This is an optimization exercise on Yosys and OpenROAD, whose aim is small area, a short achievable clock period and few clock cycles per item, not a production implementation. At most, simulation tests tie the RTL to the original design; equivalence was not proved. Power is estimated from default activity; no workload was simulated.

Setup of delta:
==> flow/design.v <==
`timescale 1ns/10ps
`default_nettype none
module xbus_filter (
    input  logic        clk,
    input  logic        arst_n,
    input  logic [65:0] in_pkt,
    input  logic [7:0]  pad_value,
    output logic        vec_wr_en,
    output logic [15:0] vec_din,
    input  logic        vec_full,
    output logic        cache_full
);
    logic [1:0]  tag;
    logic        is_head;
    logic        is_body;
    logic [15:0] hx;
    logic [15:0] hy;
    assign tag = in_pkt[65:64];
    assign is_head = tag == 2'd1;
    assign is_body = tag == 2'd2;
    assign hx = in_pkt[15:0];
    assign hy = in_pkt[31:16];
    logic       x_lo;
    logic       x_hi;
    logic       y_lo;
    logic       y_hi;
    logic [7:0] ex;
    logic [7:0] ey;
    assign x_lo = hx[15:3] == '0;
    assign x_hi = hx == 16'hffff;
    assign y_lo = hy[15:3] == '0;
    assign y_hi = hy == 16'hffff;
    always_comb begin
        ex[0] = x_hi;
        ey[0] = y_hi;
        for (int i = 1; i < 8; i++) begin
            ex[i] = x_lo && hx[2:0] == 3'(i - 1);
            ey[i] = y_lo && hy[2:0] == 3'(i - 1);
        end
    end
    logic [5:0] h_colmask;
    logic [5:0] h_rowmask;
    always_comb begin
        for (int c = 0; c < 6; c++) begin
            h_colmask[c] = ex[c] | ex[c + 1] | ex[c + 2];
            h_rowmask[c] = ey[c] | ey[c + 1] | ey[c + 2];
        end
    end
    logic [2:0] h_cv;
    logic [2:0] h_rv;
    always_comb begin
        for (int k = 0; k < 3; k++) begin
            h_cv[k] = 1'b0;
            h_rv[k] = 1'b0;
            for (int i = 0; i < 8; i++) begin
                if (i - 1 + k >= 1 && i - 1 + k <= 6) begin
                    h_cv[k] = h_cv[k] | ex[i];
                    h_rv[k] = h_rv[k] | ey[i];
                end
            end
        end
    end
    logic [1:0] h_base;
    assign h_base = {hy[0], 1'b0} + hx[1:0] + 2'd1;
    function automatic logic [3:0] need_of(input int b, input logic [5:0] rm,
                                           input logic [5:0] cm);
        logic [3:0] n;
        n = '0;
        if (b < 9) begin
            for (int l = 0; l < 4; l++) begin
                n[l] = rm[(4 * b + l) / 6] & cm[(4 * b + l) % 6];
            end
        end
        need_of = n;
    endfunction
    logic [9:0]      ib;            
    logic [5:0]      colmask;
    logic [5:0]      rowmask;
    logic [2:0][3:0] nd;
    logic [3:0]      nd_next;       
    logic [1:0][3:0] nd_head;
    always_comb begin
        nd_next = {4{ib[9] | ib[8] | ib[7]}};
        for (int b = 0; b < 6; b++) begin
            nd_next = nd_next | ({4{ib[b]}} & need_of(b + 3, rowmask, colmask));
        end
        for (int j = 0; j < 2; j++) begin
            nd_head[j] = need_of(j, h_rowmask, h_colmask);
        end
    end
    always_ff @(posedge clk or negedge arst_n) begin
        if (!arst_n) begin
            ib <= 10'b10_0000_0000;
            nd <= {4'b1111, 4'b1111, 4'b0000};
        end else if (is_head) begin
            ib <= 10'b00_0000_0001;
            nd <= {need_of(2, h_rowmask, h_colmask), nd_head};
        end else if (is_body) begin
            ib <= {ib[8:0], 1'b0};
            nd <= {nd_next, nd[2:1]};
        end
    end
    always_ff @(posedge clk) begin
        if (is_head) begin
            colmask <= h_colmask;
            rowmask <= h_rowmask;
        end
    end
    logic [3:0] wr;
    assign wr = is_body ? nd[0] : 4'd0;
    logic [3:0]       wp;
    logic [3:0]       rp;
    logic [3:0]       t1;
    logic [3:0]       t2;
    logic [3:0]       pop;
    logic [3:0][15:0] ent0;
    logic [3:0][15:0] ent1;
    for (genvar l = 0; l < 4; l++) begin : g_lane
        logic [15:0] m0;
        logic [15:0] m1;
        always_ff @(posedge clk or negedge arst_n) begin
            if (!arst_n) begin
                wp[l] <= 1'b0;
                rp[l] <= 1'b0;
                t1[l] <= 1'b0;
                t2[l] <= 1'b0;
            end else begin
                if (wr[l]) wp[l] <= !wp[l];
                if (pop[l]) rp[l] <= !rp[l];
                if (wr[l] && !pop[l]) begin
                    t1[l] <= 1'b1;
                    t2[l] <= t1[l];
                end else if (!wr[l] && pop[l]) begin
                    t1[l] <= t2[l];
                    t2[l] <= 1'b0;
                end
            end
        end
        always_ff @(posedge clk) begin
            if (wr[l] && !wp[l]) m0 <= {in_pkt[8 * (4 + l) +: 8], in_pkt[8 * l +: 8]};
            if (wr[l] && wp[l]) m1 <= {in_pkt[8 * (4 + l) +: 8], in_pkt[8 * l +: 8]};
        end
        assign ent0[l] = m0;
        assign ent1[l] = m1;
    end
    logic       act;
    logic [2:0] okh;
    logic [2:0] okw;
    logic [8:0] opad;
    logic [3:0] lane0;
    logic       pend;
    logic [2:0] prv;
    logic [2:0] pcv;
    logic [1:0] pbase;
    logic [2:0] vfh;
    function automatic logic [3:0] rotl1(input logic [3:0] v);
        rotl1 = {v[2:0], v[3]};
    endfunction
    logic       row_end0;
    logic       lv1;
    logic       lv2;
    logic       lpad0;
    logic       lpad1;
    logic       lpad2;
    logic [3:0] lane1;
    assign row_end0 = okw[2];
    assign lv1 = !(okh[2] && okw[2]);
    assign lv2 = !(okh[2] && (okw[1] || okw[2]));
    assign lpad0 = opad[0];
    assign lpad1 = opad[1];
    assign lpad2 = opad[2];
    assign lane1 = row_end0 ? lane0 : rotl1(lane0);
    logic       emit;
    logic       emit_n;
    logic       take;
    logic [8:0] new_pad;
    logic [3:0] new_base;
    logic       act_n;
    logic       pad0_n;
    logic [3:0] lane0_n;
    logic [3:0] t1_n;
    logic [3:0] t2_n;
    logic [2:0] vfh_n;
    logic       pad1_n;
    logic       row_end0_n;
    logic [3:0] lane1_n;
    logic [3:0] s1_n;
    logic [3:0] s1;             
    logic       row_end1_n;
    logic [3:0] lane2_n;
    logic [3:0] s2_n;
    logic [3:0] s2;             
    assign take = !act || (emit && okh[2] && okw[2]);
    assign pop = (emit && !lpad0) ? lane0 : 4'd0;
    always_comb begin
        act_n = take ? pend : act;
        pad0_n = take ? new_pad[0] : (emit ? opad[1] : opad[0]);
        lane0_n = take ? new_base : (emit ? lane1 : lane0);
        for (int l = 0; l < 4; l++) begin
            t1_n[l] = (wr[l] && !pop[l]) || (t1[l] && !(pop[l] && !wr[l])) || (t2[l] && pop[l]);
            t2_n[l] = (wr[l] && !pop[l]) ? t1[l] : (t2[l] && !pop[l]);
        end
        vfh_n = {vfh[1:0], vec_full};
        if (take) begin
            emit_n = pend && (new_pad[0] || (new_base & t1_n) != 4'd0);
        end else if (emit) begin
            emit_n = act && (opad[1] || (lane1 & t1_n) != 4'd0);
        end else begin
            emit_n = act && (opad[0] || (lane0 & t1_n) != 4'd0);
        end
        emit_n = emit_n && vfh_n != 3'b111;
        pad1_n = take ? new_pad[1] : (emit ? opad[2] : opad[1]);
        row_end0_n = take ? 1'b0 : (emit ? okw[1] : okw[2]);
        lane1_n = row_end0_n ? lane0_n : rotl1(lane0_n);
        s1_n = lane1_n & (row_end0_n && !pad0_n ? t2_n : t1_n);
        row_end1_n = take ? 1'b0 : (emit ? okw[0] : okw[1]);
        lane2_n = (row_end0_n || row_end1_n) ? rotl1(lane0_n) : {lane0_n[1:0], lane0_n[3:2]};
        s2_n = lane2_n & (row_end1_n && !pad1_n ? t2_n : t1_n);
    end
    always_comb begin
        for (int kh = 0; kh < 3; kh++) begin
            for (int kw = 0; kw < 3; kw++) begin
                new_pad[kh * 3 + kw] = !(prv[kh] && pcv[kw]);
            end
        end
        new_base = 4'b0001 << pbase;
    end
    always_ff @(posedge clk or negedge arst_n) begin
        if (!arst_n) begin
            act <= 1'b0;
            emit <= 1'b0;
            s1 <= 4'd0;
            s2 <= 4'd0;
            pend <= 1'b0;
            vfh <= '0;
            vec_wr_en <= 1'b0;
        end else begin
            vfh <= vfh_n;
            emit <= emit_n;
            s1 <= s1_n;
            s2 <= s2_n;
            vec_wr_en <= emit;
            if (take) begin
                act <= pend;
            end
            if (is_head) begin
                pend <= 1'b1;
            end else if (take) begin
                pend <= 1'b0;
            end
        end
    end
    logic [3:0]  sel0;
    logic [3:0]  sel1;
    logic [15:0] vec_next;
    assign sel0 = lpad0 ? 4'd0 : (lane0 & ~rp);
    assign sel1 = lpad0 ? 4'd0 : (lane0 & rp);
    always_comb begin
        vec_next = {16{lpad0}} & {pad_value, pad_value};
        for (int l = 0; l < 4; l++) begin
            vec_next = vec_next | ({16{sel0[l]}} & ent0[l]) | ({16{sel1[l]}} & ent1[l]);
        end
    end
    always_ff @(posedge clk) begin
        if (take) begin
            okh <= 3'b001;
            okw <= 3'b001;
            opad <= new_pad;
            lane0 <= new_base;
        end else if (emit) begin
            okw <= {okw[1:0], okw[2]};
            if (okw[2]) okh <= {okh[1:0], okh[2]};
            opad <= {1'b1, opad[8:1]};
            lane0 <= lane1;
        end
        if (is_head) begin
            prv <= h_rv;
            pcv <= h_cv;
            pbase <= h_base;
        end
        vec_din <= vec_next;
    end
    logic       cf_prev;        
    logic       ce1;
    logic       go1;            
    logic [3:0] q0;             
    logic [3:0] q1;             
    logic       ce2;
    logic       go2;            
    logic [3:0] q2;             
    logic [3:0] nu1;            
    logic [3:0] nu2;            
    logic [3:0] nf1;            
    logic [3:0] nf2;            
    logic [3:0] na;
    logic [3:0] nb;
    logic [3:0] nc;
    logic [3:0] w1;             
    logic [3:0] w2;
    logic [3:0] w3;
    logic       h01;
    logic       h0and1;
    logic [3:0] hw1;
    logic [3:0] hw2;
    logic [3:0] ov;
    logic [3:0] hov;
    logic       cf_n;
    logic       pend_hit;
    always_comb begin
        ce1 = vfh[1:0] != 2'b11;
        go1 = emit && lv1 && ce1 && !lpad1;
        ce2 = !vfh[0];
        go2 = emit && lv1 && ce1 && (lpad1 || s1 != 4'd0) && lv2 && ce2 && !lpad2;
        for (int l = 0; l < 4; l++) begin
            q0[l] = pop[l];
            q1[l] = go1 && s1[l];
            q2[l] = go2 && s2[l];
        end
        nu1 = ~(q0 | q1 | q2);
        nu2 = ~((q0 & q1) | (q1 & q2));
        nf1 = t2 & nu1;
        nf2 = t1 & (t2 | nu1) & nu2;
        na = nd[0];
        nb = (cf_prev && cache_full) ? 4'd0 : nd[1];
        nc = (cf_prev || cache_full) ? 4'd0 : nd[2];
        w1 = na | nb | nc;
        w2 = (na & nb) | (na & nc) | (nb & nc);
        w3 = na & nb & nc;
        ov = (w1 & nf1) | (w2 & nf2) | w3;
        h01 = hy[15] || hy[2:0] <= 3'd2;
        h0and1 = hy[2:1] == 2'd0 && !cache_full;
        hw1 = {4{h01}};
        hw2 = {h0and1, h0and1, 2'b00};
        hov = (hw1 & nf1) | (hw2 & nf2);
        pend_hit = pend && (ib[9] || (ib[8] && !(cf_prev && cache_full))
                            || (ib[7] && !cf_prev && !cache_full));
        cf_n = (is_head ? hov != 4'd0 : ov != 4'd0) || pend_hit;
    end
    always_ff @(posedge clk or negedge arst_n) begin
        if (!arst_n) begin
            cache_full <= 1'b0;
            cf_prev <= 1'b0;
        end else begin
            cache_full <= cf_n;
            cf_prev <= cache_full;
        end
    end
endmodule
`default_nettype wire
==> flow/config.mk <==
export PLATFORM = sky130hd
export DESIGN_NAME = xbus_filter
export DESIGN_NICKNAME = xbus_filter
export VERILOG_FILES = /design/flow/design.v
export SDC_FILE = /design/flow/constraint.sdc
export NUM_CORES = 4
export LEC_CHECK = 0
export CAP_MARGIN = 20
export CORE_MARGIN = 2
export CORE_UTILIZATION = 40
export SETUP_SLACK_MARGIN = 2.5
export SLEW_MARGIN = 20
==> flow/constraint.sdc <==
create_clock -name core_clock -period 4.5 [get_ports {clk}]
set_input_delay 0.9000 -clock core_clock [delete_from_list [all_inputs] [get_ports {clk}]]
set_output_delay 0.9000 -clock core_clock [all_outputs]
set_load 0.01 [all_outputs]
standard.sh (not shown) runs the stock make flow with config.mk's settings and CLKGATE_MAP_FILE= SYNTH_SCRIPT=/design/flow/synth_recipe.tcl, a recipe that flattens the netlist after the stock synthesis.
==> flow/flow/run.sh <==
#!/bin/bash
# Standard ORFS layout with two changes: the port buffers start as buf_1
# (the resizer still upsizes the ones on critical paths) and CTS uses its own
# clustering and inserts no dummy loads. Each tool's output goes to its own
# log in the work folder.
set -euo pipefail
bash standard.sh \
  'BUFFER_PORTS_ARGS=-buffer_cell sky130_fd_sc_hd__buf_1' \
  'CTS_ARGS=-sink_clustering_enable -repair_clock_nets -dont_use_dummy_load -buf_list {sky130_fd_sc_hd__clkbuf_4 sky130_fd_sc_hd__clkbuf_8} -sink_clustering_size 12 -sink_clustering_max_diameter 50' \
  MATCH_CELL_FOOTPRINT=0 \
  finish > make_finish.log 2>&1
Changes in xenon relative to delta:
diff --git a/flow/design.v b/flow/design.v
--- a/flow/design.v
+++ b/flow/design.v
@@ -158,17 +158,13 @@
     endfunction
     logic       row_end0;
     logic       lv1;
-    logic       lv2;
     logic       lpad0;
     logic       lpad1;
-    logic       lpad2;
     logic [3:0] lane1;
     assign row_end0 = okw[2];
     assign lv1 = !(okh[2] && okw[2]);
-    assign lv2 = !(okh[2] && (okw[1] || okw[2]));
     assign lpad0 = opad[0];
     assign lpad1 = opad[1];
-    assign lpad2 = opad[2];
     assign lane1 = row_end0 ? lane0 : rotl1(lane0);
     logic       emit;
     logic       emit_n;
@@ -186,10 +182,6 @@
     logic [3:0] lane1_n;
     logic [3:0] s1_n;
     logic [3:0] s1;             
-    logic       row_end1_n;
-    logic [3:0] lane2_n;
-    logic [3:0] s2_n;
-    logic [3:0] s2;             
     assign take = !act || (emit && okh[2] && okw[2]);
     assign pop = (emit && !lpad0) ? lane0 : 4'd0;
     always_comb begin
@@ -202,20 +194,17 @@
         end
         vfh_n = {vfh[1:0], vec_full};
         if (take) begin
-            emit_n = pend && (new_pad[0] || (new_base & t1_n) != 4'd0);
+            emit_n = pend && (new_pad[0] || (new_base & (wr | (pop & t2) | (~pop & t1))) != 4'd0);
         end else if (emit) begin
-            emit_n = act && (opad[1] || (lane1 & t1_n) != 4'd0);
+            emit_n = opad[1] || s1 != 4'd0 || (lane1 & wr) != 4'd0;
         end else begin
-            emit_n = act && (opad[0] || (lane0 & t1_n) != 4'd0);
+            emit_n = act && (opad[0] || (lane0 & (t1 | wr)) != 4'd0);
         end
         emit_n = emit_n && vfh_n != 3'b111;
         pad1_n = take ? new_pad[1] : (emit ? opad[2] : opad[1]);
         row_end0_n = take ? 1'b0 : (emit ? okw[1] : okw[2]);
         lane1_n = row_end0_n ? lane0_n : rotl1(lane0_n);
         s1_n = lane1_n & (row_end0_n && !pad0_n ? t2_n : t1_n);
-        row_end1_n = take ? 1'b0 : (emit ? okw[0] : okw[1]);
-        lane2_n = (row_end0_n || row_end1_n) ? rotl1(lane0_n) : {lane0_n[1:0], lane0_n[3:2]};
-        s2_n = lane2_n & (row_end1_n && !pad1_n ? t2_n : t1_n);
     end
     always_comb begin
         for (int kh = 0; kh < 3; kh++) begin
@@ -230,7 +219,6 @@
             act <= 1'b0;
             emit <= 1'b0;
             s1 <= 4'd0;
-            s2 <= 4'd0;
             pend <= 1'b0;
             vfh <= '0;
             vec_wr_en <= 1'b0;
@@ -238,7 +226,6 @@
             vfh <= vfh_n;
             emit <= emit_n;
             s1 <= s1_n;
-            s2 <= s2_n;
             vec_wr_en <= emit;
             if (take) begin
                 act <= pend;
@@ -285,9 +272,6 @@
     logic       go1;            
     logic [3:0] q0;             
     logic [3:0] q1;             
-    logic       ce2;
-    logic       go2;            
-    logic [3:0] q2;             
     logic [3:0] nu1;            
     logic [3:0] nu2;            
     logic [3:0] nf1;            
@@ -309,15 +293,12 @@
     always_comb begin
         ce1 = vfh[1:0] != 2'b11;
         go1 = emit && lv1 && ce1 && !lpad1;
-        ce2 = !vfh[0];
-        go2 = emit && lv1 && ce1 && (lpad1 || s1 != 4'd0) && lv2 && ce2 && !lpad2;
         for (int l = 0; l < 4; l++) begin
             q0[l] = pop[l];
             q1[l] = go1 && s1[l];
-            q2[l] = go2 && s2[l];
         end
-        nu1 = ~(q0 | q1 | q2);
-        nu2 = ~((q0 & q1) | (q1 & q2));
+        nu1 = ~(q0 | q1);
+        nu2 = ~(q0 & q1);
         nf1 = t2 & nu1;
         nf2 = t1 & (t2 | nu1) & nu2;
         na = nd[0];
==> comparison <==
- xenon has completed all stages; timing, DRC and antenna checks passed.
- Worst slew slack as a fraction of its limit on xenon is ahead of delta.
- Compared with delta, in xenon TritonCTS buffer count down about 7%; global-route usage has decreased; number of multi-input logic gates shows a reduction of 7; number of cells on the worst reg-to-reg path went down 5.
- delta consumes more power than xenon.
- Looking at proportion of synthesized flip-flops having asynchronous set or reset, xenon sits below delta.
- Going from delta to xenon, the maximum frequency was found to have gone up by about 15%.
- Diff delta -> xenon: clock power share rose by 0.2 points; internal power fell by 5.1%; number of nets at the end of the flow fell by about 3.4%; sequential cell count fell by about 1.7%.
Testbench counts of xenon, summed over its fixed seeds: cycles 4,179, windows 384.
For delta, only the layout was checked, not whether the RTL still works.

==> separate check: timing with driven ports <==
In the flow no input, the clock included, has a driving cell. The finished layouts below were timed again as built, in two steps. Step 1 sets driving cells, clkbuf_16 on the clock port and buf_2 on the other inputs (assumed; they add their load-dependent delay and slew). Step 2 adds t to the input delays and takes it off the output delays; t is the mean of the earliest and latest rising clock arrival at the registers after step 1. Input paths then give back, and output paths get back, about the clock's delay inside the block. Three values: no drivers, after step 1, after step 2; two values: the first two.
run	shift t [ns]	setup WS [ns]	hold slack, ns	worst slew at a driven data input, ns
delta	0.588	2.166 / 2.166 / 1.610	0.457 / 0.455 / 0.457	0.07
xenon	0.575	2.473 / 2.473 / 2.006	0.304 / 0.286 / 0.397	0.06
After both steps every run listed still meets setup and hold. The setup slack of delta, which loses most, moves by 0.000 ns with the drivers and by -0.556 ns with both steps.
